This is an optimization exercise on Yosys and OpenROAD, whose aim is small area and a short achievable clock period, not a production implementation. Where RTL was checked, it was by simulation tests only, not by an equivalence proof against the original. Power is estimated from default activity; no workload was simulated.

P:
==> flow/design.v (excerpt) <==
module mm_top (
  input  logic        clk,
  input  logic        rst_n,
  input  logic        i_awvalid,
  output logic        o_awready,
  input  logic [7:0]  i_awaddr,
  input  logic        i_wvalid,
  output logic        o_wready,
  input  logic [31:0] i_wdata,
  input  logic [3:0]  i_wstrb,
  output logic        o_bvalid,
  input  logic        i_bready,
  output logic [1:0]  o_bresp,
  input  logic        i_arvalid,
  output logic        o_arready,
  input  logic [7:0]  i_araddr,
  output logic        o_rvalid,
  input  logic        i_rready,
  output logic [31:0] o_rdata,
  output logic [1:0]  o_rresp
);
clock: 8.0 ns
lec_check: 0
abc_clock_period_in_ps: 4000
cap_margin: 20
core_margin: 2
core_utilization: 70
cts_cluster_diameter: 100
cts_cluster_size: 24
place_density: 0.8
setup_slack_margin: 4.55
slew_margin: 20
synth_hierarchical: 1
standard.sh (not shown) runs the stock make flow with config.mk's settings and CLKGATE_MAP_FILE= SYNTH_SCRIPT=/design/flow/synth_recipe.tcl, a recipe that flattens the netlist after the stock synthesis.
==> flow/flow/run.sh <==
#!/bin/bash
# Layout flow: the standard ORFS flow (standard.sh, unchanged synthesis and
# scripts) with the port buffers that placement inserts made the smallest
# buffer instead of the one buffer_ports picks by default. Timing repair still
# resizes any port buffer on a critical path.
set -euo pipefail
export BUFFER_PORTS_ARGS="-buffer_cell sky130_fd_sc_hd__buf_1"
bash standard.sh > standard.log 2>&1
P reached the final stage; the timing, DRC and antenna checks on its layout passed.
### P -> Q
- CORE_UTILIZATION now 60, was 70
- CTS_CLUSTER_SIZE now 30, was 24
- GPL_ROUTABILITY_DRIVEN now 0, previously not set
- PLACE_DENSITY now 0.62, was 0.8
- CTS_CLUSTER_DIAMETER now 110, was 100
- Comparing P and Q, cell area power density is higher on P.
- The area taken by flip-flops and latches of P and that of Q are within noise of each other.
- Compared Q against P; maximum achievable frequency within noise.
- Routed wire length delta (P -> Q): insignificant
- On met2 demand-to-capacity share in global routing: between P and Q, it ends up higher for P.


mm_top, a different RTL version from the one above (not shown whole).
Size: roughly 410 flip-flops.
==> flow/design.v (excerpt) <==
module mm_top (
  input  logic        clk,
  input  logic        rst_n,
  input  logic        i_awvalid,
  output logic        o_awready,
  input  logic [7:0]  i_awaddr,
  input  logic        i_wvalid,
  output logic        o_wready,
  input  logic [31:0] i_wdata,
  input  logic [3:0]  i_wstrb,
  output logic        o_bvalid,
  input  logic        i_bready,
  output logic [1:0]  o_bresp,
  input  logic        i_arvalid,
  output logic        o_arready,
  input  logic [7:0]  i_araddr,
  output logic        o_rvalid,
  input  logic        i_rready,
  output logic [31:0] o_rdata,
  output logic [1:0]  o_rresp
);
  logic        bvalid_q;
  logic        bslverr_q;
  logic        start_q;
  logic        clear_q;
  logic        busy_q;
  logic        done_q;
  logic [2:0]  cnt_q;
  logic [17:0] mask_q;
  logic        newbit_q;
  logic        full;
  logic        accept;
  logic        wr_go;
  logic        wr_ctrl;
  logic        wr_opnd;
  logic [4:0]  wr_slot;
  logic        opnd_we;
  assign wr_go     = i_awvalid && i_wvalid && !bvalid_q;
  assign o_awready = wr_go;
  assign o_wready  = wr_go;
  assign wr_ctrl = (i_awaddr == 8'h00);
  assign wr_opnd = (i_awaddr[1:0] == 2'b00) &&
                   ((i_awaddr[7:6] == 2'b01) || (i_awaddr[7:3] == 5'b10000));
  assign wr_slot = i_awaddr[6:2] - 5'd16;
  assign opnd_we = wr_go && wr_opnd && !busy_q;
  always_ff @(posedge clk or negedge rst_n) begin
    if (!rst_n) begin
      bvalid_q <= 1'b0;
      start_q  <= 1'b0;
      clear_q  <= 1'b0;
    end else begin
      if (bvalid_q && i_bready) bvalid_q <= 1'b0;
      if (wr_go) bvalid_q <= 1'b1;
      start_q <= wr_go && wr_ctrl && i_wdata[0];
      clear_q <= wr_go && wr_ctrl && i_wdata[1];
    end
  end
  always_ff @(posedge clk) begin
  ...
Settings: LEC_CHECK=0, ABC_CLOCK_PERIOD_IN_PS=4000, CAP_MARGIN=20, CORE_MARGIN=2, CORE_UTILIZATION=60, PLACE_DENSITY=0.7, SETUP_SLACK_MARGIN=4.5, SLEW_MARGIN=20, SYNTH_HIERARCHICAL=1; clock period 8.0 ns.
run.sh (not shown) runs the stock make flow with config.mk's settings and CLKGATE_MAP_FILE= SYNTH_SCRIPT=/design/flow/synth_recipe.tcl, a recipe that flattens the netlist after the stock synthesis.
Stock flow here: none of the scripts above is used.
Rerun with:
CTS_CLUSTER_DIAMETER = 100   (was unset)
CTS_CLUSTER_SIZE = 24   (was unset)
SETUP_SLACK_MARGIN = 4.47   (was 4.5)
The changed run passed the timing, DRC and antenna checks; wire length shrinks by a few percent; area after synthesis does not change; worst setup slack gains 8.6 ps; final area shrinks by a few percent; flip-flop and latch count does not change; sequential share of layout area grows by 2.0 points; via count shrinks slightly; worst hold slack is about the same; power shrinks by about a fifth; fmax stays flat; global-route usage shrinks by 0.83 points.
Rerun with:
==> flow/flow/run.sh (new file) <==
#!/bin/bash
# Layout flow: the standard ORFS flow (standard.sh, unchanged synthesis and
# scripts) with the port buffers that placement inserts made the smallest
# buffer instead of the one buffer_ports picks by default. Timing repair still
# resizes any port buffer on a critical path.
set -euo pipefail
export BUFFER_PORTS_ARGS="-buffer_cell sky130_fd_sc_hd__buf_1"
bash standard.sh > standard.log 2>&1
==> flow/standard.sh (new file) <==
#!/bin/bash
# synth_recipe.tcl (not shown) runs the flow's synth.tcl, then flattens the netlist and writes it again
# the make line also repeats each setting of config.mk as NAME=value (left out here)
make -C /OpenROAD-flow-scripts/flow DESIGN_CONFIG=/design/flow/config.mk WORK_HOME=/design/flow/orfs CLKGATE_MAP_FILE= SYNTH_SCRIPT=/design/flow/synth_recipe.tcl "${@:-finish}"
removed: flow/run.sh
Result:
- clock-buffer cell count does not change
- cell area went down by 2.0%
- via count went down by 0.32%
Rerun with:
==> flow/run.sh (new file) <==
#!/bin/bash
# synth_recipe.tcl (not shown) runs the flow's synth.tcl, then flattens the netlist and writes it again
# the make line also repeats each setting of config.mk as NAME=value (left out here)
make -C /OpenROAD-flow-scripts/flow DESIGN_CONFIG=/design/flow/config.mk WORK_HOME=/design/flow/orfs CLKGATE_MAP_FILE= SYNTH_SCRIPT=/design/flow/synth_recipe.tcl finish
CTS_BUF_LIST = sky130_fd_sc_hd__clkbuf_8   (was unset)
CTS_CLUSTER_SIZE = 20   (was 24)
removed: flow/flow/run.sh
removed: flow/standard.sh
What happened: Setup slack hardly moves. Wire length climbs by 0.39%. Global-route usage went up by 0.17 points. Via count increases by 0.79%. Clock-buffer cell count shrinks by 7. Power decreases by 4.2%. Design area is higher by 1.7%.
Rerun with:
CTS_BUF_LIST = unset   (was sky130_fd_sc_hd__clkbuf_8)
CTS_CLUSTER_DIAMETER = 70   (was 100)
CTS_CLUSTER_SIZE = 30   (was 20)
Effect: The new run finished with timing, DRC and antenna clean; wire length increases by 2.7%; fmax decreases by 2.0%; setup slack got worse by 70 ps; worst hold slack is worse by 6.1 ps; first-iteration DRC count climbs by 16%; power increases by 12%.


mm_top, a different RTL version from the one above (not shown whole).
Size: roughly 1600 cells after synthesis, roughly 410 flip-flops, roughly 100 I/O pins.
clock: 8.0 ns
lec_check: 0
abc_clock_period_in_ps: 4000
cap_margin: 20
core_margin: 2
core_utilization: 60
cts_cluster_diameter: 100
cts_cluster_size: 24
place_density: 0.7
setup_slack_margin: 4.55
slew_margin: 20
synth_hierarchical: 1
standard.sh (not shown) runs the stock make flow with config.mk's settings and CLKGATE_MAP_FILE= SYNTH_SCRIPT=/design/flow/synth_recipe.tcl, a recipe that flattens the netlist after the stock synthesis.
==> flow/flow/run.sh <==
#!/bin/bash
# Layout flow: the standard ORFS flow (standard.sh: unchanged synthesis,
# scripts and settings from config.mk) with two layout changes:
#  - the port buffers that placement inserts are the smallest buffer instead of
#    the one buffer_ports picks by default (timing repair still resizes any on a
#    critical path);
#  - before the first resizing, split_ready.tcl makes the gate that drives
#    o_awready/o_wready two fast stages if synthesis left it one AND gate, and
#    puts its internal loads behind a buffer of their own.
set -euo pipefail
here=$(pwd)
export BUFFER_PORTS_ARGS="-buffer_cell sky130_fd_sc_hd__buf_1"
export PRE_RESIZE_TCL="$here/flow/split_ready.tcl"
bash standard.sh > standard.log 2>&1
Other scripts of this flow, unchanged in this note and not shown: flow/flow/split_ready.tcl
==> next run, changes <==
- CTS_CLUSTER_DIAMETER: 100 -> 120
- CTS_CLUSTER_SIZE: 24 -> 28
Outcome:
- The changed run completed with no timing, DRC or antenna violations
- maximum frequency is about the same
- design area hardly moves
- clock-buffer cell count went down by 3
- die area is unchanged
- routed wire length went up by 0.35%
- worst hold slack is worse by 0.0059 ns
- global-route usage went down by 0.20 points
- clock power went down by about 8%
- sequential cell count stays the same
- setup slack is about the same
No functional check of the RTL was part of any run of this note.


mm_top with an RTL version that a note above also has.
Size in the first run: about 1600 cells after synthesis, about 410 flip-flops, roughly 100 I/O pins, roughly 0.019 mm2 of cells after synthesis.
clock: 8.0 ns
lec_check: 0
abc_clock_period_in_ps: 4000
cap_margin: 20
core_margin: 2
core_utilization: 60
cts_cluster_diameter: 120
cts_cluster_size: 32
place_density: 0.62
setup_slack_margin: 4.55
slew_margin: 20
synth_hierarchical: 1
==> flow/flow/run.sh <==
#!/bin/bash
# Layout flow: the standard ORFS flow (standard.sh, unchanged synthesis and
# scripts) with the port buffers that placement inserts made the smallest
# buffer instead of the one buffer_ports picks by default. Timing repair still
# resizes any port buffer on a critical path.
set -euo pipefail
export BUFFER_PORTS_ARGS="-buffer_cell sky130_fd_sc_hd__buf_1"
bash standard.sh > standard.log 2>&1
Next try:
- CTS_CLUSTER_SIZE: 32 -> 28
The new run went through all stages and came out clean.
Sequential share of layout area shrinks by 0.13 points.
Final cell count grows slightly.
Design area grows slightly.
Register-to-register slack improved by 20 ps.
Routed wire length is about the same.
Synthesized cell count does not change.
Next try:
- GPL_ROUTABILITY_DRIVEN: unset -> 0
- PLACE_DENSITY: 0.62 -> 0.7
- The new run completed without violations
- total power hardly moves
- first-iteration DRC count decreases by about 6%
- cell area stays flat
- cell count hardly moves
- maximum frequency barely changes
- setup slack is about the same
- wire length shrinks by 1.0%
- sequential share of layout area decreases by 0.18 points
- flip-flop and latch count is unchanged
- core utilization increases by 0.16 points
- clock-buffer cell count goes down by 2
Next try:
- GPL_ROUTABILITY_DRIVEN: 0 -> unset
- GPL_TIMING_DRIVEN: unset -> 0
What happened:
- The changed run produced a clean layout
- power grows by about 1.8%
- count of clock-buffer cells in the layout drops by 2
- cell count is higher by 8.5%

-- afterwards: timing with drivers on the ports --
How much do the figures lean on ideal ports? The routed layouts below were timed once more, with nothing changed but the port constraints.
Step 1 assumes that a clkbuf_16 drives the clock port and a buf_2 every other input.
Step 2, shift: input delay + t, output delay - t, t = (earliest + latest rising clock arrival at the registers) / 2. This alone moves slack from input paths to output paths.
Slacks: ideal / step 1 / step 2; pairs: ideal / step 1.
run | t, ns | setup slack, ns | clock arrival spread, ns
P | 0.576 | 4.467 / 4.435 / 4.022 | 0.017 / 0.016
Q | 0.563 | 4.477 / 4.445 / 4.070 | 0.020 / 0.020
the first run of note 2 | 0.593 | 4.468 / 4.435 / 3.968 | 0.016 / 0.015
the second run of note 2 | 0.574 | 4.476 / 4.446 / 3.977 | 0.018 / 0.018
the third run of note 2 | 0.577 | 4.471 / 4.436 / 4.026 | 0.022 / 0.021
the fourth run of note 2 | 0.642 | 4.473 / 4.432 / 3.883 | 0.034 / 0.034
the fifth run of note 2 | 0.600 | 4.403 / 4.410 / 3.810 | 0.034 / 0.034
the first run of note 3 | 0.569 | 4.474 / 4.426 / 4.035 | 0.023 / 0.023
the second run of note 3 | 0.567 | 4.474 / 4.426 / 4.001 | 0.023 / 0.024
the first run of note 4 | 0.567 | 4.476 / 4.445 / 4.085 | 0.030 / 0.030
the second run of note 4 | 0.570 | 4.476 / 4.445 / 4.053 | 0.028 / 0.027
the third run of note 4 | 0.571 | 4.476 / 4.439 / 4.058 | 0.019 / 0.018
the fourth run of note 4 | 0.579 | 4.371 / 4.333 / 3.968 | 0.024 / 0.024
After both steps every run listed still meets setup and hold. The setup slack of the fifth run of note 2, which loses most, moves by +0.007 ns with the drivers and by -0.593 ns with both steps.
